Background: an optimization exercise with open tools, aiming at small area, a short achievable clock period and few clock cycles per item. Do not read the settings as production practice.
Where RTL was checked, it was by simulation tests only, not by an equivalence proof against the original.
Only the layout flow was run in runs 1 to 3; the RTL was not checked for function there.

==> flow/design.v, too long to show whole: its modules and the start of the top module <==
// module window_fetch: 45 lines
// module conv_fa: 10 lines
// module conv_mac_k0: 293 lines
// module conv_mac_k1: 291 lines
// module max_pool: 26 lines
// module layer_ctrl: 118 lines
// module conv_top: 71 lines
module conv_top
#(
    parameter int IMG_BITS = 6    
) (
    input  wire               clk,
    input  wire               rst,
    input  wire               ready,
    input  conv_pkg::pix_t         idata,
    input  conv_pkg::pix_t         cdata_rd,
    output logic              busy,
    output logic              cwr,
    output logic              crd,
    output logic [conv_pkg::ADDR_W-1:0] iaddr,
    output logic [conv_pkg::ADDR_W-1:0] caddr_wr,
    output logic [conv_pkg::ADDR_W-1:0] caddr_rd,
    output conv_pkg::pix_t              cdata_wr,
    output logic [2:0]        csel
);
  // ...
==> flow/flow/run.sh <==
#!/bin/bash
# The standard layout (the standard.sh, unchanged synthesis and steps),
# with ORFS's repair_timing asked to reach a setup slack of 8.4 ns.
# The SDC and clock period are the standard flow's own.
set -euo pipefail
bash standard.sh SETUP_SLACK_MARGIN=8.4 finish > standard_run.log 2>&1
==> flow/standard.sh <==
#!/bin/bash
# synth_recipe.tcl (not shown) runs the flow's synth.tcl, then flattens the netlist and writes it again
# the make line also repeats each setting of config.mk as NAME=value (left out here)
make -C /OpenROAD-flow-scripts/flow DESIGN_CONFIG=/design/flow/config.mk WORK_HOME=/design/flow/orfs CLKGATE_MAP_FILE= SYNTH_SCRIPT=/design/flow/synth_recipe.tcl "${@:-finish}"
==> flow/config.mk <==
export PLATFORM = sky130hd
export DESIGN_NAME = conv_top
export DESIGN_NICKNAME = conv_top
export VERILOG_FILES = /design/flow/design.v
export SDC_FILE = /design/flow/constraint.sdc
export NUM_CORES = 4
export LEC_CHECK = 0
export CAP_MARGIN = 20
export CORE_MARGIN = 2
export CORE_UTILIZATION = 55
export CTS_CLUSTER_DIAMETER = 200
export CTS_CLUSTER_SIZE = 20
export SLEW_MARGIN = 20
export SYNTH_HIERARCHICAL = 1
export SYNTH_MINIMUM_KEEP_SIZE = 0
==> flow/constraint.sdc <==
create_clock -name core_clock -period 12.5 [get_ports {clk}]
set_input_delay 2.5000 -clock core_clock [delete_from_list [all_inputs] [get_ports {clk}]]
set_output_delay 2.5000 -clock core_clock [all_outputs]
set_load 0.01 [all_outputs]
==> metrics.md, run 1 <==
| Metric | Value |
|---|---|
| Hold path startpoint | `u_window_fetch.s0[59]$_DFF_P_` |
| WL met3 | `between 5 and 6 mm` |
| Slew Limit Fails | `0` |
| Crit path max-delay cell type | `a221o_1` |
| DP Cell Count | `approximately 4200` |
| Number of diodes | `0` |
| GR peak layer | `met2` |
| Status | `timing/DRC/antenna clean` |
| Clock Skew | `between 30 and 40 ps` |
| Cells after Synth | `slightly above 3000` |
| Die height | `about 280 um` |
| H-Tree Depth | `2` |
| # Taps | `roughly 1000` |
| Worst rel slew slack | `36.59%` |
| Warnings, synthesis | `18` |
| Leading cell type in the layout, fill and taps excluded | `fa_1` |
| Slew @ Worst Pin | `roughly 950 ps` |
| Clock root cell | `clkbuf_16` |
| Non-clk bufs | `approximately 110` |
| GRT Residual Overflow | `0` |
| Setup TNS | `0 ps` |
| Final WS setup | `~8400 ps` |
| Cell Rows | `between 100 and 150` |
| Hold_ws | `315.4 ps` |
| Critical path fanouts, max | `4` |
| Hold Path Class | `flip-flop to flip-flop` |
| Crit. End Element | `flip-flop` |
| Syn Std Cell Area | `~0.043 sq mm` |
| Number of multi-input logic gates | `approximately 2000` |
| Share of cells above drive strength 1 | `10.51%` |
| CTS hold repair buffers | `0` |
| Biggest regs | `u_window_fetch.s1: 92 flops, u_window_fetch.s2: 92 flops, u_window_fetch.s3: 92 flops` |
| R2R cell count | `16` |
==> module conv_mac_k0, before the edit <==
module conv_mac_k0 (
    input  wire        clk,
    input  wire [4:0]  ph,      
    input  wire [35:0] nib,     
    output logic [19:0] result  
);
    logic [18:0] acc_s, acc_c;    
    logic [3:0]  nib_s, nib_c;    
    logic        sc;              
    logic [22:0] vs, vc;       
    logic [22:0] ls, lc;       
    logic [458:1] w;
    logic        first;           
    always_ff @(posedge clk) first <= ph[4];
    wire kc3 = ph[4];
    wire kc4 = ph[4];
    wire kc5 = ph[4];
    wire kc7 = ph[4];
    wire kc10 = ph[4];
    wire kc12 = ph[4];
    wire kc13 = ph[4];
    wire kc15 = ph[4];
    wire kc16 = ph[4];
    wire kc18 = ph[4];
    wire kc19 = ph[4];
    conv_fa u_fa2 (.a(nib[7]), .b(nib[5]), .c(nib[9]), .s(w[1]), .co(w[2]));
    assign w[3] = nib[13] ^ nib[19];
    assign w[4] = nib[13] & nib[19];
    conv_fa u_fa6 (.a(nib[6]), .b(nib[4]), .c(nib[10]), .s(w[5]), .co(w[6]));
    conv_fa u_fa8 (.a(nib[14]), .b(nib[22]), .c(nib[20]), .s(w[7]), .co(w[8]));
    conv_fa u_fa10 (.a(nib[0]), .b(nib[7]), .c(nib[5]), .s(w[9]), .co(w[10]));
    conv_fa u_fa12 (.a(nib[11]), .b(nib[15]), .c(nib[23]), .s(w[11]), .co(w[12]));
    conv_fa u_fa14 (.a(nib[21]), .b(nib[31]), .c(nib[32]), .s(w[13]), .co(w[14]));
    conv_fa u_fa16 (.a(nib[1]), .b(nib[6]), .c(nib[8]), .s(w[15]), .co(w[16]));
    conv_fa u_fa18 (.a(nib[22]), .b(nib[20]), .c(nib[28]), .s(w[17]), .co(w[18]));
    assign w[19] = nib[33] ^ (acc_s[6] & ~first);
    assign w[20] = nib[33] & (acc_s[6] & ~first);
    conv_fa u_fa22 (.a(nib[2]), .b(nib[0]), .c(nib[7]), .s(w[21]), .co(w[22]));
    conv_fa u_fa24 (.a(nib[9]), .b(nib[23]), .c(nib[21]), .s(w[23]), .co(w[24]));
    conv_fa u_fa26 (.a(nib[29]), .b(nib[34]), .c((acc_s[7] & ~first)), .s(w[25]), .co(w[26]));
    conv_fa u_fa28 (.a(nib[3]), .b(nib[1]), .c(nib[10]), .s(w[27]), .co(w[28]));
    conv_fa u_fa30 (.a(nib[8]), .b(nib[22]), .c(nib[30]), .s(w[29]), .co(w[30]));
    assign w[31] = nib[2] ^ nib[11];
    assign w[32] = nib[2] & nib[11];
    conv_fa u_fa34 (.a(nib[1]), .b(nib[6]), .c(nib[4]), .s(w[33]), .co(w[34]));
    assign w[35] = nib[12] ^ nib[16];
    assign w[36] = nib[12] & nib[16];
    conv_fa u_fa38 (.a(nib[2]), .b(nib[0]), .c(nib[7]), .s(w[37]), .co(w[38]));
    conv_fa u_fa40 (.a(nib[5]), .b(nib[13]), .c(nib[17]), .s(w[39]), .co(w[40]));
    conv_fa u_fa42 (.a(nib[26]), .b(nib[24]), .c(nib[30]), .s(w[41]), .co(w[42]));
    conv_fa u_fa44 (.a(nib[3]), .b(nib[1]), .c(nib[6]), .s(w[43]), .co(w[44]));
    conv_fa u_fa46 (.a(nib[14]), .b(nib[18]), .c(nib[27]), .s(w[45]), .co(w[46]));
    assign w[47] = nib[25] ^ nib[31];
    assign w[48] = nib[25] & nib[31];
    conv_fa u_fa50 (.a(nib[2]), .b(nib[0]), .c(nib[7]), .s(w[49]), .co(w[50]));
    conv_fa u_fa52 (.a(nib[4]), .b(nib[8]), .c(nib[15]), .s(w[51]), .co(w[52]));
    conv_fa u_fa54 (.a(nib[19]), .b(nib[26]), .c((acc_s[15] | first)), .s(w[53]), .co(w[54]));
    conv_fa u_fa56 (.a(nib[11]), .b(nib[16]), .c(nib[23]), .s(w[55]), .co(w[56]));
    assign w[57] = (acc_c[15] & ~first) ^ ~nib[20];
    assign w[58] = (acc_c[15] & ~first) & ~nib[20];
    conv_fa u_fa60 (.a(nib[3]), .b(nib[1]), .c(nib[5]), .s(w[59]), .co(w[60]));
    conv_fa u_fa62 (.a(nib[9]), .b(nib[27]), .c((acc_s[16] & ~first)), .s(w[61]), .co(w[62]));
    assign w[63] = (acc_c[16] & ~first) ^ ~nib[17];
    assign w[64] = (acc_c[16] & ~first) & ~nib[17];
    conv_fa u_fa66 (.a(nib[6]), .b(nib[4]), .c(nib[8]), .s(w[65]), .co(w[66]));
    conv_fa u_fa68 (.a(nib[12]), .b(nib[18]), .c(nib[20]), .s(w[67]), .co(w[68]));
    conv_fa u_fa70 (.a(w[1]), .b(w[3]), .c(nib[21]), .s(w[69]), .co(w[70]));
    conv_fa u_fa72 (.a(nib[29]), .b(nib[35]), .c((acc_s[3] & ~first)), .s(w[71]), .co(w[72]));
    conv_fa u_fa74 (.a(nib[2]), .b(nib[11]), .c(nib[27]), .s(w[73]), .co(w[74]));
    conv_fa u_fa76 (.a(w[2]), .b(w[4]), .c(w[5]), .s(w[75]), .co(w[76]));
    conv_fa u_fa78 (.a(w[7]), .b(nib[30]), .c((acc_s[4] | first)), .s(w[77]), .co(w[78]));
    conv_fa u_fa80 (.a(nib[3]), .b(nib[16]), .c(nib[25]), .s(w[79]), .co(w[80]));
    assign w[81] = (acc_c[4] & ~first) ^ ~nib[28];
    assign w[82] = (acc_c[4] & ~first) & ~nib[28];
    conv_fa u_fa84 (.a(w[6]), .b(w[8]), .c(w[9]), .s(w[83]), .co(w[84]));
    conv_fa u_fa86 (.a(w[11]), .b(w[13]), .c((acc_s[5] & ~first)), .s(w[85]), .co(w[86]));
    conv_fa u_fa88 (.a(nib[17]), .b(nib[26]), .c(nib[24]), .s(w[87]), .co(w[88]));
    conv_fa u_fa90 (.a(nib[29]), .b(nib[34]), .c(~kc5), .s(w[89]), .co(w[90]));
    conv_fa u_fa92 (.a(w[10]), .b(w[12]), .c(w[14]), .s(w[91]), .co(w[92]));
    conv_fa u_fa94 (.a(w[15]), .b(w[17]), .c(w[19]), .s(w[93]), .co(w[94]));
    conv_fa u_fa96 (.a(nib[4]), .b(nib[18]), .c(nib[27]), .s(w[95]), .co(w[96]));
    conv_fa u_fa98 (.a(nib[25]), .b(nib[30]), .c(nib[35]), .s(w[97]), .co(w[98]));
    conv_fa u_fa100 (.a(w[16]), .b(w[18]), .c(w[20]), .s(w[99]), .co(w[100]));
    conv_fa u_fa102 (.a(w[21]), .b(w[23]), .c(w[25]), .s(w[101]), .co(w[102]));
    conv_fa u_fa104 (.a(nib[5]), .b(nib[19]), .c(nib[16]), .s(w[103]), .co(w[104]));
    conv_fa u_fa106 (.a(nib[26]), .b(nib[31]), .c(~kc7), .s(w[105]), .co(w[106]));
    conv_fa u_fa108 (.a(w[22]), .b(w[24]), .c(w[26]), .s(w[107]), .co(w[108]));
    conv_fa u_fa110 (.a(w[27]), .b(w[29]), .c(nib[35]), .s(w[109]), .co(w[110]));
    conv_fa u_fa112 (.a(nib[6]), .b(nib[4]), .c(nib[17]), .s(w[111]), .co(w[112]));
    conv_fa u_fa114 (.a((acc_s[8] | first)), .b((acc_c[8] & ~first)), .c(~nib[27]), .s(w[113]), .co(w[114]));
    conv_fa u_fa116 (.a(w[28]), .b(w[30]), .c(w[31]), .s(w[115]), .co(w[116]));
    conv_fa u_fa118 (.a(nib[9]), .b(nib[23]), .c(nib[31]), .s(w[117]), .co(w[118]));
    conv_fa u_fa120 (.a(nib[7]), .b(nib[5]), .c(nib[18]), .s(w[119]), .co(w[120]));
    conv_fa u_fa122 (.a((acc_s[9] & ~first)), .b((acc_c[9] & ~first)), .c(~nib[20]), .s(w[121]), .co(w[122]));
    conv_fa u_fa124 (.a(w[32]), .b(nib[3]), .c(nib[4]), .s(w[123]), .co(w[124]));
    conv_fa u_fa126 (.a(nib[10]), .b((acc_s[10] | first)), .c((acc_c[10] & ~first)), .s(w[125]), .co(w[126]));
    conv_fa u_fa128 (.a(nib[6]), .b(nib[8]), .c(nib[19]), .s(w[127]), .co(w[128]));
    conv_fa u_fa130 (.a(nib[21]), .b(nib[26]), .c(nib[32]), .s(w[129]), .co(w[130]));
    conv_fa u_fa132 (.a(nib[0]), .b(nib[5]), .c(nib[11]), .s(w[131]), .co(w[132]));
    conv_fa u_fa134 (.a(nib[24]), .b(nib[28]), .c((acc_s[11] | first)), .s(w[133]), .co(w[134]));
    conv_fa u_fa136 (.a(nib[7]), .b(nib[9]), .c(nib[22]), .s(w[135]), .co(w[136]));
    assign w[137] = (acc_c[11] & ~first) ^ ~nib[27];
    assign w[138] = (acc_c[11] & ~first) & ~nib[27];
    conv_fa u_fa140 (.a(w[33]), .b(w[35]), .c(nib[25]), .s(w[139]), .co(w[140]));
    conv_fa u_fa142 (.a(nib[29]), .b((acc_s[12] | first)), .c((acc_c[12] & ~first)), .s(w[141]), .co(w[142]));
    conv_fa u_fa144 (.a(nib[10]), .b(nib[8]), .c(nib[23]), .s(w[143]), .co(w[144]));
    conv_fa u_fa146 (.a(nib[20]), .b(nib[34]), .c(nib[32]), .s(w[145]), .co(w[146]));
    conv_fa u_fa148 (.a(w[34]), .b(w[36]), .c(w[37]), .s(w[147]), .co(w[148]));
    conv_fa u_fa150 (.a(w[39]), .b(w[41]), .c((acc_s[13] | first)), .s(w[149]), .co(w[150]));
    conv_fa u_fa152 (.a(nib[11]), .b(nib[9]), .c(nib[21]), .s(w[151]), .co(w[152]));
    conv_fa u_fa154 (.a(nib[35]), .b(nib[33]), .c(~kc13), .s(w[153]), .co(w[154]));
    conv_fa u_fa156 (.a(w[38]), .b(w[40]), .c(w[42]), .s(w[155]), .co(w[156]));
    conv_fa u_fa158 (.a(w[43]), .b(w[45]), .c(w[47]), .s(w[157]), .co(w[158]));
    conv_fa u_fa160 (.a(nib[10]), .b(nib[22]), .c(nib[28]), .s(w[159]), .co(w[160]));
    conv_fa u_fa162 (.a((acc_s[14] & ~first)), .b((acc_c[14] & ~first)), .c(~nib[34]), .s(w[161]), .co(w[162]));
    conv_fa u_fa164 (.a(w[44]), .b(w[46]), .c(w[48]), .s(w[163]), .co(w[164]));
    conv_fa u_fa166 (.a(w[49]), .b(w[51]), .c(w[53]), .s(w[165]), .co(w[166]));
    conv_fa u_fa168 (.a(w[55]), .b(nib[24]), .c(nib[29]), .s(w[167]), .co(w[168]));
    conv_fa u_fa170 (.a(nib[35]), .b(nib[33]), .c(~kc15), .s(w[169]), .co(w[170]));
    conv_fa u_fa172 (.a(w[50]), .b(w[52]), .c(w[54]), .s(w[171]), .co(w[172]));
    conv_fa u_fa174 (.a(w[58]), .b(w[59]), .c(w[61]), .s(w[173]), .co(w[174]));
    conv_fa u_fa176 (.a(w[56]), .b(nib[21]), .c(nib[25]), .s(w[175]), .co(w[176]));
    conv_fa u_fa178 (.a(nib[30]), .b(nib[34]), .c(~kc16), .s(w[177]), .co(w[178]));
    conv_fa u_fa180 (.a(w[60]), .b(w[62]), .c(w[64]), .s(w[179]), .co(w[180]));
    conv_fa u_fa182 (.a(nib[2]), .b(nib[6]), .c(nib[10]), .s(w[181]), .co(w[182]));
    conv_fa u_fa184 (.a(nib[18]), .b(nib[22]), .c(nib[26]), .s(w[183]), .co(w[184]));
    conv_fa u_fa186 (.a((acc_s[17] | first)), .b((acc_c[17] & ~first)), .c(~nib[31]), .s(w[185]), .co(w[186]));
    conv_fa u_fa188 (.a(nib[3]), .b(nib[7]), .c(nib[11]), .s(w[187]), .co(w[188]));
    conv_fa u_fa190 (.a(nib[19]), .b(nib[23]), .c(nib[27]), .s(w[189]), .co(w[190]));
    assign w[191] = nib[4] ^ nib[16];
    assign w[192] = nib[4] & nib[16];
    conv_fa u_fa194 (.a(nib[5]), .b(nib[17]), .c(nib[33]), .s(w[193]), .co(w[194]));
    assign w[195] = (acc_s[1] & ~first) ^ (acc_c[1] & ~first);
    assign w[196] = (acc_s[1] & ~first) & (acc_c[1] & ~first);
    conv_fa u_fa198 (.a(w[65]), .b(w[67]), .c(nib[28]), .s(w[197]), .co(w[198]));
    conv_fa u_fa200 (.a(nib[34]), .b((acc_s[2] | first)), .c((acc_c[2] & ~first)), .s(w[199]), .co(w[200]));
    assign w[201] = nib[1] ^ nib[10];
    assign w[202] = nib[1] | nib[10];
    conv_fa u_fa204 (.a(w[66]), .b(w[68]), .c(w[69]), .s(w[203]), .co(w[204]));
    conv_fa u_fa206 (.a(w[73]), .b(nib[24]), .c(nib[32]), .s(w[205]), .co(w[206]));
    conv_fa u_fa208 (.a(w[71]), .b((acc_c[3] & ~first)), .c(kc3), .s(w[207]), .co(w[208]));
    conv_fa u_fa210 (.a(w[70]), .b(w[72]), .c(w[75]), .s(w[209]), .co(w[210]));
    conv_fa u_fa212 (.a(w[74]), .b(w[79]), .c(nib[33]), .s(w[211]), .co(w[212]));
    conv_fa u_fa214 (.a(w[77]), .b(w[81]), .c(kc4), .s(w[213]), .co(w[214]));
    conv_fa u_fa216 (.a(w[76]), .b(w[78]), .c(w[82]), .s(w[215]), .co(w[216]));
    conv_fa u_fa218 (.a(w[83]), .b(w[85]), .c((acc_c[5] & ~first)), .s(w[217]), .co(w[218]));
    conv_fa u_fa220 (.a(w[80]), .b(w[87]), .c(w[89]), .s(w[219]), .co(w[220]));
    conv_fa u_fa222 (.a(w[84]), .b(w[86]), .c(w[91]), .s(w[221]), .co(w[222]));
    conv_fa u_fa224 (.a(w[88]), .b(w[90]), .c(w[95]), .s(w[223]), .co(w[224]));
    conv_fa u_fa226 (.a(w[93]), .b((acc_c[6] & ~first)), .c(~w[97]), .s(w[225]), .co(w[226]));
    conv_fa u_fa228 (.a(w[92]), .b(w[94]), .c(w[99]), .s(w[227]), .co(w[228]));
    conv_fa u_fa230 (.a(w[96]), .b(w[98]), .c(w[103]), .s(w[229]), .co(w[230]));
    conv_fa u_fa232 (.a(w[101]), .b((acc_c[7] & ~first)), .c(~w[105]), .s(w[231]), .co(w[232]));
    conv_fa u_fa234 (.a(w[100]), .b(w[102]), .c(w[107]), .s(w[233]), .co(w[234]));
    conv_fa u_fa236 (.a(w[104]), .b(w[106]), .c(w[111]), .s(w[235]), .co(w[236]));
    conv_fa u_fa238 (.a(w[109]), .b(w[113]), .c(~nib[24]), .s(w[237]), .co(w[238]));
    conv_fa u_fa240 (.a(w[108]), .b(w[110]), .c(w[114]), .s(w[239]), .co(w[240]));
    conv_fa u_fa242 (.a(w[115]), .b(w[117]), .c(w[121]), .s(w[241]), .co(w[242]));
    conv_fa u_fa244 (.a(w[112]), .b(w[119]), .c(nib[25]), .s(w[243]), .co(w[244]));
    conv_fa u_fa246 (.a(w[116]), .b(w[118]), .c(w[122]), .s(w[245]), .co(w[246]));
    conv_fa u_fa248 (.a(w[120]), .b(w[127]), .c(w[129]), .s(w[247]), .co(w[248]));
    conv_fa u_fa250 (.a(w[123]), .b(w[125]), .c(kc10), .s(w[249]), .co(w[250]));
    conv_fa u_fa252 (.a(w[124]), .b(w[126]), .c(w[131]), .s(w[251]), .co(w[252]));
    conv_fa u_fa254 (.a(w[128]), .b(w[130]), .c(w[135]), .s(w[253]), .co(w[254]));
    conv_fa u_fa256 (.a(w[133]), .b(w[137]), .c(~nib[33]), .s(w[255]), .co(w[256]));
    conv_fa u_fa258 (.a(w[132]), .b(w[134]), .c(w[138]), .s(w[257]), .co(w[258]));
    conv_fa u_fa260 (.a(w[136]), .b(w[143]), .c(w[145]), .s(w[259]), .co(w[260]));
    conv_fa u_fa262 (.a(w[139]), .b(w[141]), .c(kc12), .s(w[261]), .co(w[262]));
    conv_fa u_fa264 (.a(w[140]), .b(w[142]), .c(w[147]), .s(w[263]), .co(w[264]));
    conv_fa u_fa266 (.a(w[144]), .b(w[146]), .c(w[151]), .s(w[265]), .co(w[266]));
    conv_fa u_fa268 (.a(w[149]), .b((acc_c[13] & ~first)), .c(~w[153]), .s(w[267]), .co(w[268]));
    conv_fa u_fa270 (.a(w[148]), .b(w[150]), .c(w[155]), .s(w[269]), .co(w[270]));
    conv_fa u_fa272 (.a(w[152]), .b(w[154]), .c(w[159]), .s(w[271]), .co(w[272]));
    conv_fa u_fa274 (.a(w[157]), .b(w[161]), .c(~nib[32]), .s(w[273]), .co(w[274]));
    conv_fa u_fa276 (.a(w[156]), .b(w[158]), .c(w[162]), .s(w[275]), .co(w[276]));
    conv_fa u_fa278 (.a(w[163]), .b(w[165]), .c(w[57]), .s(w[277]), .co(w[278]));
    conv_fa u_fa280 (.a(w[160]), .b(w[167]), .c(w[169]), .s(w[279]), .co(w[280]));
    conv_fa u_fa282 (.a(w[164]), .b(w[166]), .c(w[171]), .s(w[281]), .co(w[282]));
    conv_fa u_fa284 (.a(w[168]), .b(w[170]), .c(w[175]), .s(w[283]), .co(w[284]));
    conv_fa u_fa286 (.a(w[173]), .b(w[63]), .c(~w[177]), .s(w[285]), .co(w[286]));
    conv_fa u_fa288 (.a(w[172]), .b(w[174]), .c(w[179]), .s(w[287]), .co(w[288]));
    conv_fa u_fa290 (.a(w[176]), .b(w[178]), .c(w[183]), .s(w[289]), .co(w[290]));
    conv_fa u_fa292 (.a(w[181]), .b(w[185]), .c(~nib[35]), .s(w[291]), .co(w[292]));
    conv_fa u_fa294 (.a(w[180]), .b(w[182]), .c(w[186]), .s(w[293]), .co(w[294]));
    conv_fa u_fa296 (.a(w[187]), .b((acc_s[18] & ~first)), .c((acc_c[18] & ~first)), .s(w[295]), .co(w[296]));
    conv_fa u_fa298 (.a(w[184]), .b(w[189]), .c(~kc18), .s(w[297]), .co(w[298]));
    conv_fa u_fa300 (.a(w[191]), .b(nib[32]), .c((acc_s[0] & ~first)), .s(w[299]), .co(w[300]));
    conv_fa u_fa302 (.a(w[192]), .b(w[193]), .c(w[195]), .s(w[301]), .co(w[302]));
    assign w[303] = nib[0] ^ nib[9];
    assign w[304] = nib[0] | nib[9];
    conv_fa u_fa306 (.a(w[194]), .b(w[196]), .c(w[197]), .s(w[305]), .co(w[306]));
    conv_fa u_fa308 (.a(w[199]), .b(w[201]), .c(~nib[26]), .s(w[307]), .co(w[308]));
    conv_fa u_fa310 (.a(w[198]), .b(w[200]), .c(w[203]), .s(w[309]), .co(w[310]));
    conv_fa u_fa312 (.a(~w[207]), .b(w[202]), .c(w[205]), .s(w[311]), .co(w[312]));
    conv_fa u_fa314 (.a(w[204]), .b(w[208]), .c(w[209]), .s(w[313]), .co(w[314]));
    conv_fa u_fa316 (.a(~w[213]), .b(w[206]), .c(w[211]), .s(w[315]), .co(w[316]));
    conv_fa u_fa318 (.a(w[210]), .b(w[214]), .c(w[215]), .s(w[317]), .co(w[318]));
    conv_fa u_fa320 (.a(~w[217]), .b(w[212]), .c(w[219]), .s(w[319]), .co(w[320]));
    conv_fa u_fa322 (.a(w[216]), .b(w[218]), .c(w[221]), .s(w[321]), .co(w[322]));
    conv_fa u_fa324 (.a(~w[225]), .b(w[220]), .c(w[223]), .s(w[323]), .co(w[324]));
    conv_fa u_fa326 (.a(w[222]), .b(w[226]), .c(w[227]), .s(w[325]), .co(w[326]));
    conv_fa u_fa328 (.a(~w[231]), .b(w[224]), .c(w[229]), .s(w[327]), .co(w[328]));
    conv_fa u_fa330 (.a(w[228]), .b(w[232]), .c(w[233]), .s(w[329]), .co(w[330]));
    conv_fa u_fa332 (.a(~w[237]), .b(w[230]), .c(w[235]), .s(w[331]), .co(w[332]));
    conv_fa u_fa334 (.a(w[234]), .b(w[238]), .c(w[239]), .s(w[333]), .co(w[334]));
    conv_fa u_fa336 (.a(~w[241]), .b(w[236]), .c(w[243]), .s(w[335]), .co(w[336]));
    conv_fa u_fa338 (.a(w[240]), .b(w[242]), .c(w[245]), .s(w[337]), .co(w[338]));
    conv_fa u_fa340 (.a(~w[249]), .b(w[244]), .c(w[247]), .s(w[339]), .co(w[340]));
    conv_fa u_fa342 (.a(w[246]), .b(w[250]), .c(w[251]), .s(w[341]), .co(w[342]));
    conv_fa u_fa344 (.a(~w[255]), .b(w[248]), .c(w[253]), .s(w[343]), .co(w[344]));
    conv_fa u_fa346 (.a(w[252]), .b(w[256]), .c(w[257]), .s(w[345]), .co(w[346]));
    conv_fa u_fa348 (.a(~w[261]), .b(w[254]), .c(w[259]), .s(w[347]), .co(w[348]));
    conv_fa u_fa350 (.a(w[258]), .b(w[262]), .c(w[263]), .s(w[349]), .co(w[350]));
    conv_fa u_fa352 (.a(~w[267]), .b(w[260]), .c(w[265]), .s(w[351]), .co(w[352]));
    conv_fa u_fa354 (.a(w[264]), .b(w[268]), .c(w[269]), .s(w[353]), .co(w[354]));
    conv_fa u_fa356 (.a(~w[273]), .b(w[266]), .c(w[271]), .s(w[355]), .co(w[356]));
    conv_fa u_fa358 (.a(w[270]), .b(w[274]), .c(w[275]), .s(w[357]), .co(w[358]));
    conv_fa u_fa360 (.a(~w[277]), .b(w[272]), .c(w[279]), .s(w[359]), .co(w[360]));
    conv_fa u_fa362 (.a(w[276]), .b(w[278]), .c(w[281]), .s(w[361]), .co(w[362]));
    conv_fa u_fa364 (.a(~w[285]), .b(w[280]), .c(w[283]), .s(w[363]), .co(w[364]));
    conv_fa u_fa366 (.a(w[282]), .b(w[286]), .c(w[287]), .s(w[365]), .co(w[366]));
    conv_fa u_fa368 (.a(~w[291]), .b(w[284]), .c(w[289]), .s(w[367]), .co(w[368]));
    conv_fa u_fa370 (.a(w[288]), .b(w[292]), .c(w[293]), .s(w[369]), .co(w[370]));
    conv_fa u_fa372 (.a(~w[295]), .b(w[290]), .c(w[297]), .s(w[371]), .co(w[372]));
    conv_fa u_fa374 (.a(w[294]), .b(w[296]), .c(w[188]), .s(w[373]), .co(w[374]));
    conv_fa u_fa376 (.a(w[298]), .b(w[190]), .c(~kc19), .s(w[375]), .co(w[376]));
    assign w[377] = w[299] ^ (acc_c[0] & ~first);
    assign w[378] = w[299] & (acc_c[0] & ~first);
    conv_fa u_fa380 (.a(w[300]), .b(w[301]), .c(w[303]), .s(w[379]), .co(w[380]));
    conv_fa u_fa382 (.a(w[302]), .b(w[305]), .c(w[307]), .s(w[381]), .co(w[382]));
    conv_fa u_fa384 (.a(w[306]), .b(w[308]), .c(w[309]), .s(w[383]), .co(w[384]));
    conv_fa u_fa386 (.a(w[310]), .b(w[313]), .c(~w[312]), .s(w[385]), .co(w[386]));
    conv_fa u_fa388 (.a(w[314]), .b(w[317]), .c(~w[316]), .s(w[387]), .co(w[388]));
    conv_fa u_fa390 (.a(w[318]), .b(w[321]), .c(~w[320]), .s(w[389]), .co(w[390]));
    conv_fa u_fa392 (.a(w[322]), .b(w[325]), .c(~w[324]), .s(w[391]), .co(w[392]));
    conv_fa u_fa394 (.a(w[326]), .b(w[329]), .c(~w[328]), .s(w[393]), .co(w[394]));
    conv_fa u_fa396 (.a(w[330]), .b(w[333]), .c(~w[332]), .s(w[395]), .co(w[396]));
    conv_fa u_fa398 (.a(w[334]), .b(w[337]), .c(~w[336]), .s(w[397]), .co(w[398]));
    conv_fa u_fa400 (.a(w[338]), .b(w[341]), .c(~w[340]), .s(w[399]), .co(w[400]));
    conv_fa u_fa402 (.a(w[342]), .b(w[345]), .c(~w[344]), .s(w[401]), .co(w[402]));
    conv_fa u_fa404 (.a(w[346]), .b(w[349]), .c(~w[348]), .s(w[403]), .co(w[404]));
    conv_fa u_fa406 (.a(w[350]), .b(w[353]), .c(~w[352]), .s(w[405]), .co(w[406]));
    conv_fa u_fa408 (.a(w[354]), .b(w[357]), .c(~w[356]), .s(w[407]), .co(w[408]));
    conv_fa u_fa410 (.a(w[358]), .b(w[361]), .c(~w[360]), .s(w[409]), .co(w[410]));
    conv_fa u_fa412 (.a(w[362]), .b(w[365]), .c(~w[364]), .s(w[411]), .co(w[412]));
    conv_fa u_fa414 (.a(w[366]), .b(w[369]), .c(~w[368]), .s(w[413]), .co(w[414]));
    conv_fa u_fa416 (.a(w[370]), .b(w[373]), .c(~w[372]), .s(w[415]), .co(w[416]));
    assign w[417] = w[377] ^ ~nib[8];
    assign w[418] = w[377] & ~nib[8];
    conv_fa u_fa420 (.a(w[378]), .b(w[379]), .c(~nib[25]), .s(w[419]), .co(w[420]));
    conv_fa u_fa422 (.a(w[380]), .b(w[381]), .c(~w[304]), .s(w[421]), .co(w[422]));
    conv_fa u_fa424 (.a(w[382]), .b(w[383]), .c(~w[311]), .s(w[423]), .co(w[424]));
    conv_fa u_fa426 (.a(w[384]), .b(w[385]), .c(~w[315]), .s(w[425]), .co(w[426]));
    conv_fa u_fa428 (.a(w[386]), .b(w[387]), .c(~w[319]), .s(w[427]), .co(w[428]));
    conv_fa u_fa430 (.a(w[388]), .b(w[389]), .c(~w[323]), .s(w[429]), .co(w[430]));
    conv_fa u_fa432 (.a(w[390]), .b(w[391]), .c(~w[327]), .s(w[431]), .co(w[432]));
    conv_fa u_fa434 (.a(w[392]), .b(w[393]), .c(~w[331]), .s(w[433]), .co(w[434]));
    conv_fa u_fa436 (.a(w[394]), .b(w[395]), .c(~w[335]), .s(w[435]), .co(w[436]));
    conv_fa u_fa438 (.a(w[396]), .b(w[397]), .c(~w[339]), .s(w[437]), .co(w[438]));
    conv_fa u_fa440 (.a(w[398]), .b(w[399]), .c(~w[343]), .s(w[439]), .co(w[440]));
    conv_fa u_fa442 (.a(w[400]), .b(w[401]), .c(~w[347]), .s(w[441]), .co(w[442]));
    conv_fa u_fa444 (.a(w[402]), .b(w[403]), .c(~w[351]), .s(w[443]), .co(w[444]));
    conv_fa u_fa446 (.a(w[404]), .b(w[405]), .c(~w[355]), .s(w[445]), .co(w[446]));
    conv_fa u_fa448 (.a(w[406]), .b(w[407]), .c(~w[359]), .s(w[447]), .co(w[448]));
    conv_fa u_fa450 (.a(w[408]), .b(w[409]), .c(~w[363]), .s(w[449]), .co(w[450]));
    conv_fa u_fa452 (.a(w[410]), .b(w[411]), .c(~w[367]), .s(w[451]), .co(w[452]));
    conv_fa u_fa454 (.a(w[412]), .b(w[413]), .c(~w[371]), .s(w[453]), .co(w[454]));
    conv_fa u_fa456 (.a(w[414]), .b(w[415]), .c(~w[375]), .s(w[455]), .co(w[456]));
    conv_fa u_fa458 (.a(w[416]), .b(w[374]), .c(~w[376]), .s(w[457]), .co(w[458]));
    assign vs = {1'b0, w[458], w[456], w[454], w[452], w[450], w[448], w[446], w[444], w[442], w[440], w[438], w[436], w[434], w[432], w[430], w[428], w[426], w[424], w[422], w[420], w[418], w[417]};
    assign vc = {1'b0, 1'b0, w[457], w[455], w[453], w[451], w[449], w[447], w[445], w[443], w[441], w[439], w[437], w[435], w[433], w[431], w[429], w[427], w[425], w[423], w[421], w[419], nib[24]};
    assign ls = vs ^ 23'b00000000000000000000000;
    assign lc = vc ^ 23'b00000000000000000000001;
    localparam logic [18:0] PS = 19'b0000000000000000000;
    localparam logic [18:0] PC = 19'b0000000000000000000;
    logic [4:0]  lo;
    logic [15:0] hi;
    logic [19:0] fin;
    logic [15:0] ha_s, ha_c;
    assign ha_s = acc_s[15:0] ^ PS[15:0];
    assign ha_c = acc_c[15:0] ^ PC[15:0];
    assign lo  = {1'b0, nib_s} + {1'b0, nib_c} + {4'b0, sc};
    assign hi  = ha_s + ha_c + {15'b0, lo[4]};
    assign fin = {hi, lo[3:0]};
    assign result = fin;
    always_ff @(posedge clk) begin
        acc_s <= ls[22:4] ^ PS;
        acc_c <= lc[22:4] ^ PC;
        nib_s <= ls[3:0];
        nib_c <= lc[3:0];
        sc    <= first ? 1'b0 : lo[4];
    end
endmodule
==> inputs of run 2 (changes only) <==
--- a/flow/design.v
+++ b/flow/design.v
@@ -339,25 +339,25 @@
     conv_fa u_fa456 (.a(w[414]), .b(w[415]), .c(~w[375]), .s(w[455]), .co(w[456]));
     conv_fa u_fa458 (.a(w[416]), .b(w[374]), .c(~w[376]), .s(w[457]), .co(w[458]));
     assign vs = {1'b0, w[458], w[456], w[454], w[452], w[450], w[448], w[446], w[444], w[442], w[440], w[438], w[436], w[434], w[432], w[430], w[428], w[426], w[424], w[422], w[420], w[418], w[417]};
     assign vc = {1'b0, 1'b0, w[457], w[455], w[453], w[451], w[449], w[447], w[445], w[443], w[441], w[439], w[437], w[435], w[433], w[431], w[429], w[427], w[425], w[423], w[421], w[419], nib[24]};
     assign ls = vs ^ 23'b00000000000000000000000;
     assign lc = vc ^ 23'b00000000000000000000001;
     localparam logic [18:0] PS = 19'b0000000000000000000;
     localparam logic [18:0] PC = 19'b0000000000000000000;
-    logic [4:0]  lo;
-    logic [15:0] hi;
-    logic [19:0] fin;
     logic [15:0] ha_s, ha_c;
+    logic [20:0] fsum;
+    logic [19:0] fin;
     assign ha_s = acc_s[15:0] ^ PS[15:0];
     assign ha_c = acc_c[15:0] ^ PC[15:0];
-    assign lo  = {1'b0, nib_s} + {1'b0, nib_c} + {4'b0, sc};
-    assign hi  = ha_s + ha_c + {15'b0, lo[4]};
-    assign fin = {hi, lo[3:0]};
+    assign fsum = {ha_s, nib_s, 1'b1} + {ha_c, nib_c, sc};
+    assign fin  = fsum[20:1];
+    logic [4:0]  lo;
+    assign lo   = {1'b0, nib_s} + {1'b0, nib_c} + {4'b0, sc};
     assign result = fin;
     always_ff @(posedge clk) begin
         acc_s <= ls[22:4] ^ PS;
         acc_c <= lc[22:4] ^ PC;
         nib_s <= ls[3:0];
         nib_c <= lc[3:0];
         sc    <= first ? 1'b0 : lo[4];
     end
@@ -630,25 +630,25 @@
     assign w[451] = w[410] ^ w[370];
     assign w[452] = w[410] & w[370];
     assign vs = {1'b0, w[452], w[450], w[448], w[446], w[444], w[442], w[440], w[438], w[436], w[434], w[432], w[430], w[428], w[426], w[424], w[422], w[420], w[418], w[416], w[414], w[412], w[411]};
     assign vc = {1'b0, 1'b0, w[451], w[449], w[447], w[445], w[443], w[441], w[439], w[437], w[435], w[433], w[431], w[429], w[427], w[425], w[423], w[421], w[419], w[417], w[415], w[413], nib[24]};
     assign ls = vs ^ 23'b00000000000000000000000;
     assign lc = vc ^ 23'b00000000000000000000001;
     localparam logic [18:0] PS = 19'b0000000000000000000;
     localparam logic [18:0] PC = 19'b0000000000000000000;
-    logic [4:0]  lo;
-    logic [15:0] hi;
-    logic [19:0] fin;
     logic [15:0] ha_s, ha_c;
+    logic [20:0] fsum;
+    logic [19:0] fin;
     assign ha_s = acc_s[15:0] ^ PS[15:0];
     assign ha_c = acc_c[15:0] ^ PC[15:0];
-    assign lo  = {1'b0, nib_s} + {1'b0, nib_c} + {4'b0, sc};
-    assign hi  = ha_s + ha_c + {15'b0, lo[4]};
-    assign fin = {hi, lo[3:0]};
+    assign fsum = {ha_s, nib_s, 1'b1} + {ha_c, nib_c, sc};
+    assign fin  = fsum[20:1];
+    logic [4:0]  lo;
+    assign lo   = {1'b0, nib_s} + {1'b0, nib_c} + {4'b0, sc};
     assign result = fin;
     always_ff @(posedge clk) begin
         acc_s <= ls[22:4] ^ PS;
         acc_c <= lc[22:4] ^ PC;
         nib_s <= ls[3:0];
         nib_c <= lc[3:0];
         sc    <= first ? 1'b0 : lo[4];
     end
==> run 2 against run 1 <==
Against the previous run: still clean on timing, DRC and antenna; first-iteration DRC count is 26% higher; via count increased by 3.0%; non-clock buffer count decreased by 8; die area is 1.4% higher; synthesized cell count is 2.4% higher; global-route usage grew 0.85 points; critical path depth fell by 15; cell area is 0.72% higher; count of clock-buffer cells in the layout increased by 2; routed wire length rose by 3.7%; critical path type is now flip-flop to primary output; largest cell class unchanged.
==> metrics.md, run 2 <==
| Metric | Value |
|---|---|
| Leading cell type in the layout, fill and taps excluded | `fa_1 (unchanged)` |
| Clock root cell | `clkbuf_16 (unchanged)` |
| CTS max path bufs | `3 (unchanged)` |
| Critical path's top delay family | `buffers and inverters (was compound AO/OA/AOI/OAI gates)` |
| Hold Vio Cnt, Final | `0 (unchanged)` |
| Max Clk Rate | `0.2471 GHz (was 0.2463 GHz)` |
| CTS Buf Count | `43 (unchanged)` |
| DR vias/cell | `5.541 (was 5.492)` |
| Crit path cell chain | `clkdlybuf4s50_1 (was inv_1 -> fa_1 -> inv_1 -> fa_2 -> a21o_1 -> a21o_1 -> fa_2 -> fa_2 -> a21o_1 -> a221o_1 -> a31oi_1 -> mux2i_1 -> nand3_2 -> a22o_4 -> a221oi_4 -> o22ai_1)` |
| Tmin final | `4047 ps (was 4061 ps)` |
| Starting Density | `55.55% (was 55.70%)` |
| Total Routing Usage GR | `27.33% (was 26.48%)` |
| Setup TNS | `0 ps (unchanged)` |
| Hold Path Class | `flip-flop to flip-flop (unchanged)` |
| CTS tree | `yes (unchanged)` |
| Final WL | `106.6 mm (was 102.8 mm)` |
| Initial antenna violation count | `2 (was 1)` |
| Wire per inst | `24.71 um (was 24.32 um)` |
| Clock latency on the worst-skew pair | `630 ps (was 620 ps)` |
| Worst rel slew slack | `31.54% (was 36.59%)` |
| Die height | `286.2 um (was 284.3 um)` |
| Core area | `0.07887 sq mm (was 0.07759 sq mm)` |
| I/O Buffers | `71 (unchanged)` |
| Number of remaining DRC errors | `0 (unchanged)` |
| Crit path kind | `flip-flop to primary output (was flip-flop to flip-flop)` |
| Clk pin slew, worst setup/hold paths | `80 ps (was 90 ps)` |
| Final period utilization | `32.38% (was 32.49%)` |
| Cell Rows | `103 (was 102)` |
| HPWL after DPL | `82.01 mm (was 78.91 mm)` |
| GRT Residual Overflow | `0 (unchanged)` |
| Worst path required time | `10000 ps (was 12980 ps)` |
| Worst slack, placed | `8337 ps (was 7927 ps)` |
| Vias in the first global route | `27091 (was 26266)` |
| Number of setup violations in the final report | `0 (unchanged)` |
| Biggest regs | `u_window_fetch.s1: 92 flops, u_window_fetch.s2: 92 flops, u_window_fetch.s3: 92 flops (unchanged)` |
| Largest net degree at the start of global routing | `82 (was 81)` |
| CP Buf/Inv Count | `1 (was 2)` |
| Initial drt markers | `1622 (was 1289)` |
| Chip Width | `286.2 um (was 284.3 um)` |
| Die footprint | `0.08193 sq mm (was 0.08083 sq mm)` |
| Final WS setup | `8453 ps (was 8439 ps)` |
| Crit path max-delay cell type | `clkdlybuf4s50_1 (was a221o_1)` |
| Most frequent cells in the layout | `fa_1 (854), dfxtp_1 (619), inv_1 (316), ha_1 (168), nor2b_1 (146) (was fa_1 (853), dfxtp_1 (628), inv_1 (306), ha_1 (160), nor2b_1 (143))` |
| Cells after Synth | `3177 (was 3103)` |
| Crit. End Element | `primary output (was flip-flop)` |
| I/O Pins | `105 (unchanged)` |
| CP startpoint kind | `flip-flop (unchanged)` |
| Slew Limit Fails | `0 (unchanged)` |
| Syn Std Cell Area | `0.04381 sq mm (was 0.04322 sq mm)` |
| Iteration count of the initial detailed-routing pass | `5 (unchanged)` |
| Placer Congestion | `0.9352 (was 0.9012)` |
| Share of cells above drive strength 1 | `9.746% (was 10.51%)` |
| Warnings, synthesis | `18 (unchanged)` |
| DR WL met2 | `52.36 mm (was 51.07 mm)` |
| RSZ-0062 raised after global routing | `no (was yes)` |
| H-Tree Depth | `2 (unchanged)` |
| P&R area growth vs syn | `6.960% (was 7.652%)` |
| Uppermost layer routed | `met4 (unchanged)` |
| Routed vias | `23910 (was 23216)` |
| Crit-path max cell delay | `540 ps (was 370 ps)` |
| Arrival time at the worst endpoint | `1550 ps (was 4540 ps)` |
| WL met3 | `5.945 mm (was 5.651 mm)` |
| Final nets | `4317 (was 4243)` |
| Met1 Routed Length | `44.88 mm (was 43.16 mm)` |
| Final ANT Viol Nets | `0 (unchanged)` |
| Clock Skew | `36.50 ps (was 31.62 ps)` |
| First-pass GRT wire length | `165.5 mm (was 158.7 mm)` |
| Clock Sinks | `746 (unchanged)` |
| Slew @ Worst Pin | `1027 ps (was 951.1 ps)` |
| Number of max-cap violations | `0 (unchanged)` |
| Critical path fanouts, max | `5 (was 4)` |
| Syn Area/Cell | `13.79 sq um (was 13.93 sq um)` |
| Status | `timing/DRC/antenna clean (unchanged)` |
-- run 2: timing repair --
item | 4_1_cts | 5_1_grt
buffers inserted | 2 | 0
hold endpoints to repair | 0 | 0
hold buffers | 0 | 0
resized for setup | 41 | 48
setup endpoints to repair | 51 | 74
cloned | 0 | 0
pin swaps | 1 | 0
-- run 2: worst register-to-register path: stages, from the launching register on --
cell and delay (ps):
dfxtp_1 850, fa_1 590, fa_1 520, fa_1 550
inv_1 50, fa_1 410, inv_1 70, fa_1 430
fa_1 460
-- run 2: final timing paths --
kind / startpoint / endpoint / slack (ps) / cells past startpoint
setup / recovery: u_layer_ctrl.cdata_wr[10]$_DFF_P_ / cdata_wr[10] / 8450 / 1
hold / removal: u_window_fetch.s1[38]$_DFF_P_ / u_window_fetch.s1[34]$_DFF_P_ / 310 / 0
setup reg to reg: u_window_fetch.s2[15]$_DFF_P_ / u_mac_k0_top.acc_c[11]$_DFF_P_ / 8470 / 8
hold reg to reg: u_window_fetch.s1[38]$_DFF_P_ / u_window_fetch.s1[34]$_DFF_P_ / 310 / 0
max in group asynchronous: rst / u_layer_ctrl.run$_DFF_PP0_ / 10320 / 2
min in group asynchronous: rst / u_layer_ctrl.cwr$_DFF_PP0_ / 2040 / 2
-- run 2: layer usage --
| metal | vias up | track usage [%] |
|---|---|---|
| li1 | 10395 | - |
| met5 | - | 0 |
| met4 | 0 | 8.547 |
| met3 | 180 | 4.936 |
| met1 | 12704 | 37.11 |
| met2 | 631 | 45.05 |
-- run 2: area by class of cell --
| type | count | area, sq um |
|---|---|---|
| diodes | 2 | 5.005 |
| clock buffers | 52 | 1110 |
| clock inverters | 4 | 86.33 |
| fillers | 6362 | 32010 |
| inverters | 317 | 1190 |
| multi-input cells | 2043 | 26560 |
| flip-flops and latches | 746 | 15640 |
| well taps | 1050 | 1314 |
| repair buffers | 101 | 950.9 |
-- run 2: per-stage QoR --
step / cell area, sq um / utilization, % / instances / hold WS (ps)
global route: 46850 / 59.41 / 4313 / 312.2
finish: 46860 / 59.41 / 4315 / 311.6
CTS: 46770 / 59.30 / 4313 / 307.5
floorplan: 43880 / - / 3195 / 309.6
global placement: 45530 / 57.73 / 4254 / 309.8
detailed placement: 45540 / 57.74 / 4255 / 312.1
==> inputs of run 3 (changes only) <==
==> flow/flow/run.sh (replaced) <==
#!/bin/bash
# The standard layout (the standard.sh, unchanged synthesis and steps),
# with ORFS's repair_timing asked to reach a setup slack of 8.6 ns.
# The SDC and clock period are the standard flow's own.
set -euo pipefail
bash standard.sh SETUP_SLACK_MARGIN=8.6 finish > standard_run.log 2>&1
==> run 3 against run 2 <==
Against the previous run: worst hold slack worse by 12 ps; critical path type is now flip-flop to flip-flop; synthesized area is the same; critical path depth rose by 7; die area unchanged; first-iteration DRC count down 1.8%; non-clock buffer count increased by 23; largest cell class unchanged.
==> metrics.md, run 3 <==
| Metric | Value |
|---|---|
| Total Routing Usage GR | `27.18% (was 27.33%)` |
| Placer Congestion | `0.9279 (was 0.9352)` |
| GRT Residual Overflow | `0 (unchanged)` |
| Share of cells above drive strength 1 | `12.87% (was 9.746%)` |
| Final WL | `107.8 mm (was 106.6 mm)` |
| Number of remaining DRC errors | `0 (unchanged)` |
| Clk pin slew, worst setup/hold paths | `100 ps (was 80 ps)` |
| Status | `timing/DRC/antenna clean (unchanged)` |
| Die height | `286.2 um (unchanged)` |
| Max Clk Rate | `0.2572 GHz (was 0.2471 GHz)` |
| Worst rel slew slack | `38.43% (was 31.54%)` |
| Biggest regs | `u_window_fetch.s1: 92 flops, u_window_fetch.s2: 92 flops, u_window_fetch.s3: 92 flops (unchanged)` |
| Fillcell total | `6291 (was 6362)` |
| Clock Skew | `32.42 ps (was 36.50 ps)` |
| Syn Std Cell Area | `0.04381 sq mm (unchanged)` |
| Chip Width | `286.2 um (unchanged)` |
| Iteration count of the initial detailed-routing pass | `5 (unchanged)` |
| Crit path max-delay cell type | `fa_2 (was clkdlybuf4s50_1)` |
| Number of setup violations in the final report | `0 (unchanged)` |
| Worst slack, placed | `8299 ps (was 8337 ps)` |
| CTS hold repair buffers | `0 (unchanged)` |
| Final nets | `4340 (was 4317)` |
| P&R area growth vs syn | `8.011% (was 6.960%)` |
| HPWL after DPL | `81.46 mm (was 82.01 mm)` |
| Routed vias | `24157 (was 23910)` |
| Number of max-cap violations | `0 (unchanged)` |
| Crit path top cell by count | `fa_2` |
| Final period utilization | `31.11% (was 32.38%)` |
| Initial antenna violation count | `0 (was 2)` |
| Critical path fanouts, max | `6 (was 5)` |
| Die footprint | `0.08193 sq mm (unchanged)` |
| Hold Vio Cnt, Final | `0 (unchanged)` |
| RSZ-0062 raised after global routing | `yes (was no)` |
| CTS Buf Count | `43 (unchanged)` |
| Slew @ Worst Pin | `921.7 ps (was 1027 ps)` |
| Crit path cell chain | `buf_12 -> or2_4 -> fa_1 -> fa_2 -> fa_2 -> fa_2 -> fa_2 -> fa_1 (was clkdlybuf4s50_1)` |
| Crit. End Element | `flip-flop (was primary output)` |
| Largest net degree at the start of global routing | `78 (was 82)` |
| H-Tree Depth | `2 (unchanged)` |
| Starting Density | `55.55% (unchanged)` |
| Arrival time at the worst endpoint | `4390 ps (was 1550 ps)` |
| Final WS setup | `8611 ps (was 8453 ps)` |
| Initial drt markers | `1593 (was 1622)` |
| Final ANT Viol Nets | `0 (unchanged)` |
| Clock root cell | `clkbuf_16 (unchanged)` |
| Area taken by multi-input logic gates | `0.02663 sq mm (was 0.02656 sq mm)` |
| Hold Path Class | `flip-flop to flip-flop (unchanged)` |
| First-pass GRT wire length | `164.8 mm (was 165.5 mm)` |
| Clock latency on the worst-skew pair | `620 ps (was 630 ps)` |
| Crit-path max cell delay | `590 ps (was 540 ps)` |
| CP startpoint kind | `flip-flop (unchanged)` |
| I/O Pins | `105 (unchanged)` |
| Tmin final | `3889 ps (was 4047 ps)` |
| Most frequent cells in the layout | `fa_1 (846), dfxtp_1 (560), inv_1 (313), ha_1 (168), nor2b_1 (141) (was fa_1 (854), dfxtp_1 (619), inv_1 (316), ha_1 (168), nor2b_1 (146))` |
| Vias in the first global route | `27036 (was 27091)` |
| Cell Rows | `103 (unchanged)` |
| I/O Buffers | `71 (unchanged)` |
| CTS max path bufs | `3 (unchanged)` |
| Syn Area/Cell | `13.79 sq um (unchanged)` |
| Setup TNS | `0 ps (unchanged)` |
| Leading cell type in the layout, fill and taps excluded | `fa_1 (unchanged)` |
| DR vias/cell | `5.571 (was 5.541)` |
| Number of diodes | `0 (was 2)` |
| Crit path kind | `flip-flop to flip-flop (was flip-flop to primary output)` |
| Clock Sinks | `746 (unchanged)` |
| Wire per inst | `24.85 um (was 24.71 um)` |
| Slew Limit Fails | `0 (unchanged)` |
| CTS tree | `yes (unchanged)` |
| Cells after Synth | `3177 (unchanged)` |
| Register area | `0.01574 sq mm (was 0.01564 sq mm)` |
| Worst path required time | `13000 ps (was 10000 ps)` |
| Core area | `0.07887 sq mm (unchanged)` |
| Warnings, synthesis | `18 (unchanged)` |
-- run 3: cell type report --
cell class                 count  area share (%)
multi-input combinational   2043           56.28
clock buffer                  52           2.345
clock inverter                 4          0.1507
tap                         1050           2.776
inverter                     317           2.523
sequential                   746           33.27
timing repair buffer         124           2.655
-- run 3: final timing paths --
| path | startpoint | end | slack [ps] | depth (start not counted) |
|---|---|---|---|---|
| worst min-delay path | u_window_fetch.s0[36]$_DFF_P_ | u_window_fetch.s0[32]$_DFF_P_ | 300 | 0 |
| worst max register to register | u_mac_k1_bot.first$_DFF_P_ | u_mac_k1_bot.acc_c[6]$_DFF_P_ | 8610 | 8 |
| worst max-delay path | u_mac_k1_bot.first$_DFF_P_ | u_mac_k1_bot.acc_c[6]$_DFF_P_ | 8610 | 8 |
| min in group asynchronous | rst | u_layer_ctrl.busy$_DFFE_PP0P_ | 2050 | 2 |
| max in group asynchronous | rst | u_layer_ctrl.run$_DFF_PP0_ | 10320 | 2 |
| worst min register to register | u_window_fetch.s0[36]$_DFF_P_ | u_window_fetch.s0[32]$_DFF_P_ | 300 | 0 |
-- run 3: what timing repair did --
item / 4_1_cts / 5_1_grt
pin swaps: 10 / 30
gates cloned: 1 / 4
setup endpoints to repair: 173 / 78
resized for setup: 162 / 68
buffers inserted: 2 / 15
-- run 3: worst max-delay path: cells and delay by family, from the launching register on --
kind / cells / cell delay (ps)
flops: 1 / 370
fa+ha+maj: 6 / 3030
simple gates: 1 / 230
buf+inv: 1 / 140
-- run 3: per-stage QoR --
step	hold WS (ps)	cells	util, %	area (sq um)
after floorplan	309.6	3195	-	43890
after global placement	309.9	4257	57.75	45550
after detailed placement	312.1	4258	57.79	45580
after CTS	299.0	4317	59.51	46940
after global routing	301.7	4336	60.00	47320
final	299.2	4336	60.00	47320
-- run 3: layer usage --
| layer | GRT usage, % | share of wire (%) | vias up |
|---|---|---|---|
| met3 | 4.110 | 5.5 | 179 |
| met5 | 0 | 0 | - |
| met2 | 44.53 | 49 | 732 |
| met4 | 8.364 | 3.2 | 0 |
| li1 | - | - | 10450 |
| met1 | 37.76 | 43 | 12796 |
==> module window_fetch, before the edit <==
module window_fetch (
    input  wire               clk,
    input  wire [4:0]         ph,        
    input  wire [5:0]         rb,        
    input  wire [6:0]         rj,        
    input  conv_pkg::pix_t    idata,
    output logic [conv_pkg::ADDR_W-1:0] iaddr,
    output logic [91:0]       s0,        
    output logic [91:0]       s1,
    output logic [91:0]       s2,
    output logic [91:0]       s3
);
    logic [4:0]  row_hi;
    logic        row_lo;
    logic        pad_d, pad_q;
    logic [19:0] u;
    logic [19:0] x1, x2, x3;
    always_comb begin
        row_hi = rb[4:0];
        row_lo = 1'b0;
        if (ph[0]) begin row_hi = rb[4:0] - 5'd1; row_lo = 1'b1; end
        if (ph[2]) row_lo = 1'b1;
        if (ph[3]) row_hi = rb[4:0] + 5'd1;
    end
    assign pad_d = rj[6] || (ph[0] && rb == 6'd0) || (ph[3] && rb == 6'd31);
    always_ff @(posedge clk) begin
        iaddr <= {row_hi, row_lo, rj[5:0]};
        pad_q <= pad_d;
    end
    assign u = pad_q ? 20'h80000 : {~idata[19], idata[18:0]};
    always_ff @(posedge clk) begin
        x1 <= u;
        x2 <= x1;
        x3 <= x2;
    end
    function automatic logic [91:0] step(input logic [91:0] s, input logic ld, input logic [19:0] px);
        step = {ld ? px : {4'b0000, s[91:76]}, s[75:4]};
    endfunction
    always_ff @(posedge clk) begin
        s0 <= step(s0, ph[4], x3);
        s1 <= step(s1, ph[4], x2);
        s2 <= step(s2, ph[4], x1);
        s3 <= step(s3, ph[4], u);
    end
endmodule
==> module conv_top, before the edit <==
module conv_top
#(
    parameter int IMG_BITS = 6    
) (
    input  wire               clk,
    input  wire               rst,
    input  wire               ready,
    input  conv_pkg::pix_t         idata,
    input  conv_pkg::pix_t         cdata_rd,
    output logic              busy,
    output logic              cwr,
    output logic              crd,
    output logic [conv_pkg::ADDR_W-1:0] iaddr,
    output logic [conv_pkg::ADDR_W-1:0] caddr_wr,
    output logic [conv_pkg::ADDR_W-1:0] caddr_rd,
    output conv_pkg::pix_t              cdata_wr,
    output logic [2:0]        csel
);
    logic [4:0]  ph;
    logic [5:0]  rb;
    logic [6:0]  rj;
    logic [91:0] s [0:3];
    logic [35:0] nib [0:3];
    logic [19:0] r [0:3];
    logic [4:0]  lph [0:3];
    always_comb begin
        for (int j = 0; j < 4; j++) begin
            for (int t = 0; t < 9; t++)
                nib[j][4*t +: 4] = s[t / 3 + j / 2][12 + 20 * (t % 3) - 4 * j +: 4];
            for (int d = 0; d < 5; d++)
                lph[j][d] = ph[(d + j) % 5];
        end
    end
    layer_ctrl u_layer_ctrl (
        .clk      (clk),
        .rst      (rst),
        .ready    (ready),
        .r0       (r[0]),
        .r1       (r[1]),
        .r2       (r[2]),
        .r3       (r[3]),
        .ph       (ph),
        .rb       (rb),
        .rj       (rj),
        .busy     (busy),
        .cwr      (cwr),
        .crd      (crd),
        .caddr_wr (caddr_wr),
        .caddr_rd (caddr_rd),
        .cdata_wr (cdata_wr),
        .csel     (csel)
    );
    window_fetch u_window_fetch (
        .clk   (clk),
        .ph    (ph),
        .rb    (rb),
        .rj    (rj),
        .idata (idata),
        .iaddr (iaddr),
        .s0    (s[0]),
        .s1    (s[1]),
        .s2    (s[2]),
        .s3    (s[3])
    );
    conv_mac_k0 u_mac_k0_top (.clk(clk), .ph(lph[0]), .nib(nib[0]), .result(r[0]));
    conv_mac_k1 u_mac_k1_top (.clk(clk), .ph(lph[1]), .nib(nib[1]), .result(r[1]));
    conv_mac_k0 u_mac_k0_bot (.clk(clk), .ph(lph[2]), .nib(nib[2]), .result(r[2]));
    conv_mac_k1 u_mac_k1_bot (.clk(clk), .ph(lph[3]), .nib(nib[3]), .result(r[3]));
    logic unused_rd;
    assign unused_rd = ^cdata_rd;
endmodule
==> inputs of run 4 (changes only) <==
--- a/flow/design.v
+++ b/flow/design.v
@@ -19,16 +19,15 @@
     input  wire [6:0]         rj,        
     input  conv_pkg::pix_t    idata,
     output logic [conv_pkg::ADDR_W-1:0] iaddr,
-    output logic [91:0]       s0,        
-    output logic [91:0]       s1,
-    output logic [91:0]       s2,
-    output logic [91:0]       s3
+    output logic [99:0]       s0,        
+    output logic [99:0]       s1,
+    output logic [99:0]       s2,
+    output logic [99:0]       s3
 );
     logic [4:0]  row_hi;
     logic        row_lo;
     logic        pad_d, pad_q;
     logic [19:0] u;
-    logic [19:0] x1, x2, x3;
     always_comb begin
         row_hi = rb[4:0];
         row_lo = 1'b0;
@@ -42,18 +41,13 @@
         pad_q <= pad_d;
     end
     assign u = pad_q ? 20'h80000 : {~idata[19], idata[18:0]};
-    always_ff @(posedge clk) begin
-        x1 <= u;
-        x2 <= x1;
-        x3 <= x2;
-    end
-    function automatic logic [91:0] step(input logic [91:0] s, input logic ld, input logic [19:0] px);
-        step = {ld ? px : {4'b0000, s[91:76]}, s[75:4]};
+    function automatic logic [99:0] step(input logic [99:0] s, input logic ld, input logic [19:0] px);
+        step = {ld ? px : {4'b0000, s[99:84]}, s[83:4]};
     endfunction
     always_ff @(posedge clk) begin
-        s0 <= step(s0, ph[4], x3);
-        s1 <= step(s1, ph[4], x2);
-        s2 <= step(s2, ph[4], x1);
+        s0 <= step(s0, ph[1], u);
+        s1 <= step(s1, ph[2], u);
+        s2 <= step(s2, ph[3], u);
         s3 <= step(s3, ph[4], u);
     end
 endmodule
@@ -824,14 +818,14 @@
     logic [4:0]  ph;
     logic [5:0]  rb;
     logic [6:0]  rj;
-    logic [91:0] s [0:3];
+    logic [99:0] s [0:3];
     logic [35:0] nib [0:3];
     logic [19:0] r [0:3];
     logic [4:0]  lph [0:3];
     always_comb begin
         for (int j = 0; j < 4; j++) begin
             for (int t = 0; t < 9; t++)
-                nib[j][4*t +: 4] = s[t / 3 + j / 2][12 + 20 * (t % 3) - 4 * j +: 4];
+                nib[j][4*t +: 4] = s[t / 3 + j / 2][20 + 20 * (t % 3) - 4 * (j + 3 - (t / 3 + j / 2)) +: 4];
             for (int d = 0; d < 5; d++)
                 lph[j][d] = ph[(d + j) % 5];
         end
==> run 4 against run 3 <==
Against the previous run: synthesized cell count is 1.1% lower; synthesized area down 1.6%; routed wire length grew 2.3%; sequential share of layout area fell by 0.94 points; first-iteration DRC count is 6.0% higher; critical endpoint is now u_mac_k1_top.acc_c[6]$_DFF_P_; highest routed layer is now met5.
==> metrics.md, run 4 <==
| Metric | Value |
|---|---|
| Fin cells | `4285 (was 4336)` |
| Largest net degree at the start of global routing | `57 (was 78)` |
| Worst rel slew slack | `24.09% (was 38.43%)` |
| Chip Width | `284.0 um (was 286.2 um)` |
| Leading cell type in the layout, fill and taps excluded | `fa_1 (unchanged)` |
| Slew Limit Fails | `0 (unchanged)` |
| Number of remaining DRC errors | `0 (unchanged)` |
| Core area | `0.07747 sq mm (was 0.07887 sq mm)` |
| CP startpoint kind | `flip-flop (unchanged)` |
| Final WL | `110.2 mm (was 107.8 mm)` |
| CP Buf/Inv Count | `1 (unchanged)` |
| CTS Buf Count | `41 (was 43)` |
| Warnings, synthesis | `18 (unchanged)` |
| Critical path fanouts, max | `5 (was 6)` |
| Final ANT Viol Nets | `0 (unchanged)` |
| Routed vias | `23997 (was 24157)` |
| Hold Vio Cnt, Final | `0 (unchanged)` |
| Number of setup violations in the final report | `0 (unchanged)` |
| Clock Skew | `27.21 ps (was 32.42 ps)` |
| Starting Density | `55.65% (was 55.55%)` |
| Share of cells above drive strength 1 | `12.85% (was 12.87%)` |
| CTS max path bufs | `3 (unchanged)` |
| Die footprint | `0.08064 sq mm (was 0.08193 sq mm)` |
| Crit path top cell by count | `fa_2 (unchanged)` |
| CTS hold repair buffers | `0 (unchanged)` |
| Wire per inst | `25.72 um (was 24.85 um)` |
| Util after Layout | `60.01% (was 60.00%)` |
| Number of max-cap violations | `0 (unchanged)` |
| Crit path cell chain | `buf_12 -> or2_4 -> fa_1 -> fa_2 -> fa_2 -> fa_2 -> fa_2 -> fa_1 (unchanged)` |
| Setup TNS | `0 ps (unchanged)` |
| Clock Sinks | `710 (was 746)` |
| Die height | `284.0 um (was 286.2 um)` |
| Fin area | `0.04649 sq mm (was 0.04732 sq mm)` |
| Clock root cell | `clkbuf_16 (unchanged)` |
| Vias in the first global route | `26975 (was 27036)` |
| Crit path max-delay cell type | `fa_2 (unchanged)` |
| Crit path kind | `flip-flop to flip-flop (unchanged)` |
| Crit. End Element | `flip-flop (unchanged)` |
| Hold_ws | `303.3 ps (was 299.2 ps)` |
| Final nets | `4301 (was 4340)` |
| GRT Residual Overflow | `0 (unchanged)` |
| Arrival time at the worst endpoint | `4340 ps (was 4390 ps)` |
| RSZ-0062 raised after global routing | `yes (unchanged)` |
| Syn Area/Cell | `13.72 sq um (was 13.79 sq um)` |
| Number of flip-flops in the largest register | `100` |
| Initial drt markers | `1689 (was 1593)` |
| Max Clk Rate | `0.2604 GHz (was 0.2572 GHz)` |
| DR vias/cell | `5.600 (was 5.571)` |
| CTS tree | `yes (unchanged)` |
| Tmin final | `3841 ps (was 3889 ps)` |
| Slew @ Worst Pin | `1139 ps (was 921.7 ps)` |
| Register name with the most flops | `u_window_fetch.s1` |
| Clk pin slew, worst setup/hold paths | `90 ps (was 100 ps)` |
| Iteration count of the initial detailed-routing pass | `7 (was 5)` |
| Cell Rows | `102 (was 103)` |
| Cells after Synth | `3141 (was 3177)` |
| Crit-path max cell delay | `580 ps (was 590 ps)` |
| Syn Std Cell Area | `0.04311 sq mm (was 0.04381 sq mm)` |
| Hold Path Class | `flip-flop to flip-flop (unchanged)` |
| First-pass GRT wire length | `167.8 mm (was 164.8 mm)` |
| I/O Pins | `105 (unchanged)` |
| Most frequent cells in the layout | `fa_1 (848), dfxtp_1 (515), inv_1 (314), ha_1 (168), nor2b_1 (146) (was fa_1 (846), dfxtp_1 (560), inv_1 (313), ha_1 (168), nor2b_1 (141))` |
| Final period utilization | `30.73% (was 31.11%)` |
| Placer Congestion | `0.9178 (was 0.9279)` |
| Biggest regs | `u_window_fetch.s1: 100 flops, u_window_fetch.s0: 96 flops, u_window_fetch.s2: 96 flops (was u_window_fetch.s1: 92 flops, u_window_fetch.s2: 92 flops, u_window_fetch.s3: 92 flops)` |
| Worst path required time | `13000 ps (about the same)` |
| Initial antenna violation count | `5 (was 0)` |
| Clock latency on the worst-skew pair | `620 ps (about the same)` |
| Total Routing Usage GR | `28.17% (was 27.18%)` |
| Number of diodes | `0 (unchanged)` |
| DP Cell Count | `4210 (was 4258)` |
| I/O Buffers | `71 (unchanged)` |
| Status | `timing/DRC/antenna clean (unchanged)` |
| Critical path's top delay family | `adder cells (unchanged)` |
| HPWL after DPL | `82.64 mm (was 81.46 mm)` |
| Placed cell areas | `0.04482 sq mm (was 0.04558 sq mm)` |
| P&R area growth vs syn | `7.839% (was 8.011%)` |
| H-Tree Depth | `2 (unchanged)` |
-- run 4: layout make-up --
type,instances,area (sq um)
Clock inverter,4,77.57
Clock buffer,48,1052
Fill cell,6217,30980
Tap cell,1040,1301
Sequential cell,710,15030
Multi-Input combinational cell,2044,26630
Inverter,318,1201
Timing Repair Buffer,121,1196
-- run 4: path summary, 6_finish.rpt --
path | start | endpoint | slack [ps] | depth (start not counted)
min in group asynchronous | rst | u_layer_ctrl.run$_DFF_PP0_ | 2050 | 2
worst min register to register | u_window_fetch.s3[19]$_DFF_P_ | u_window_fetch.s3[15]$_DFF_P_ | 300 | 0
worst max-delay path | u_mac_k1_top.first$_DFF_P_ | u_mac_k1_top.acc_c[6]$_DFF_P_ | 8660 | 8
max in group asynchronous | rst | u_layer_ctrl.cwr$_DFF_PP0_ | 10320 | 2
worst max register to register | u_mac_k1_top.first$_DFF_P_ | u_mac_k1_top.acc_c[6]$_DFF_P_ | 8660 | 8
worst min-delay path | u_window_fetch.s3[19]$_DFF_P_ | u_window_fetch.s3[15]$_DFF_P_ | 300 | 0
-- run 4: what timing repair did --
| action | 4_1_cts | 5_1_grt |
|---|---|---|
| endpoints found under the hold margin | 0 | 0 |
| endpoints found under the setup margin | 178 | 70 |
| gates resized for setup | 168 | 57 |
| pin swaps | 10 | 25 |
| cloned | 2 | 3 |
| setup buffers | 5 | 13 |
-- run 4: layer usage --
layer,track usage (%),share of wire (%),up-vias
li1,-,-,10321
met1,39.45,43,12797
met2,45.83,48,731
met3,4.847,6.1,146
met4,7.526,2.9,2
met5,0,0.012,-
-- run 4: stage by stage --
stage / setup WS [ps]
6_report: 8659
5_1_grt: 8504
4_1_cts: 8389
3_5_place_dp: 8276
3_3_place_gp: 8317
2_1_floorplan: 8649
Testbench counts of run 4, summed over its fixed seeds: cycles 125,124, images 12.

## what the ideal ports hide
The results above use ideal ports. As a check the final layouts listed here were re-extracted and re-timed, cells and wires unchanged. Step 1 sets driving cells, clkbuf_16 on the clock port and buf_2 on the other inputs (assumed; they add their load-dependent delay and slew). Step 2 moves the port delays by t, midway between the first and last clock arrival at a register: inputs arrive t later, outputs are due t later. That takes back most of the time a late clock gives input paths. Three values: no drivers, after step 1, after step 2; two values: the first two.
| run | t (ns) | setup slack, ns | worst data-port slew with drivers (ns) |
|---|---|---|---|
| run 1 | 0.676 | 8.439 / 8.373 / 8.439 | 0.04 |
| run 2 | 0.676 | 8.453 / 8.389 / 8.465 | 0.03 |
| run 3 | 0.668 | 8.611 / 8.591 / 8.611 | 0.04 |
| run 4 | 0.677 | 8.659 / 8.609 / 8.659 | 0.05 |
After both steps every run listed still meets setup and hold.
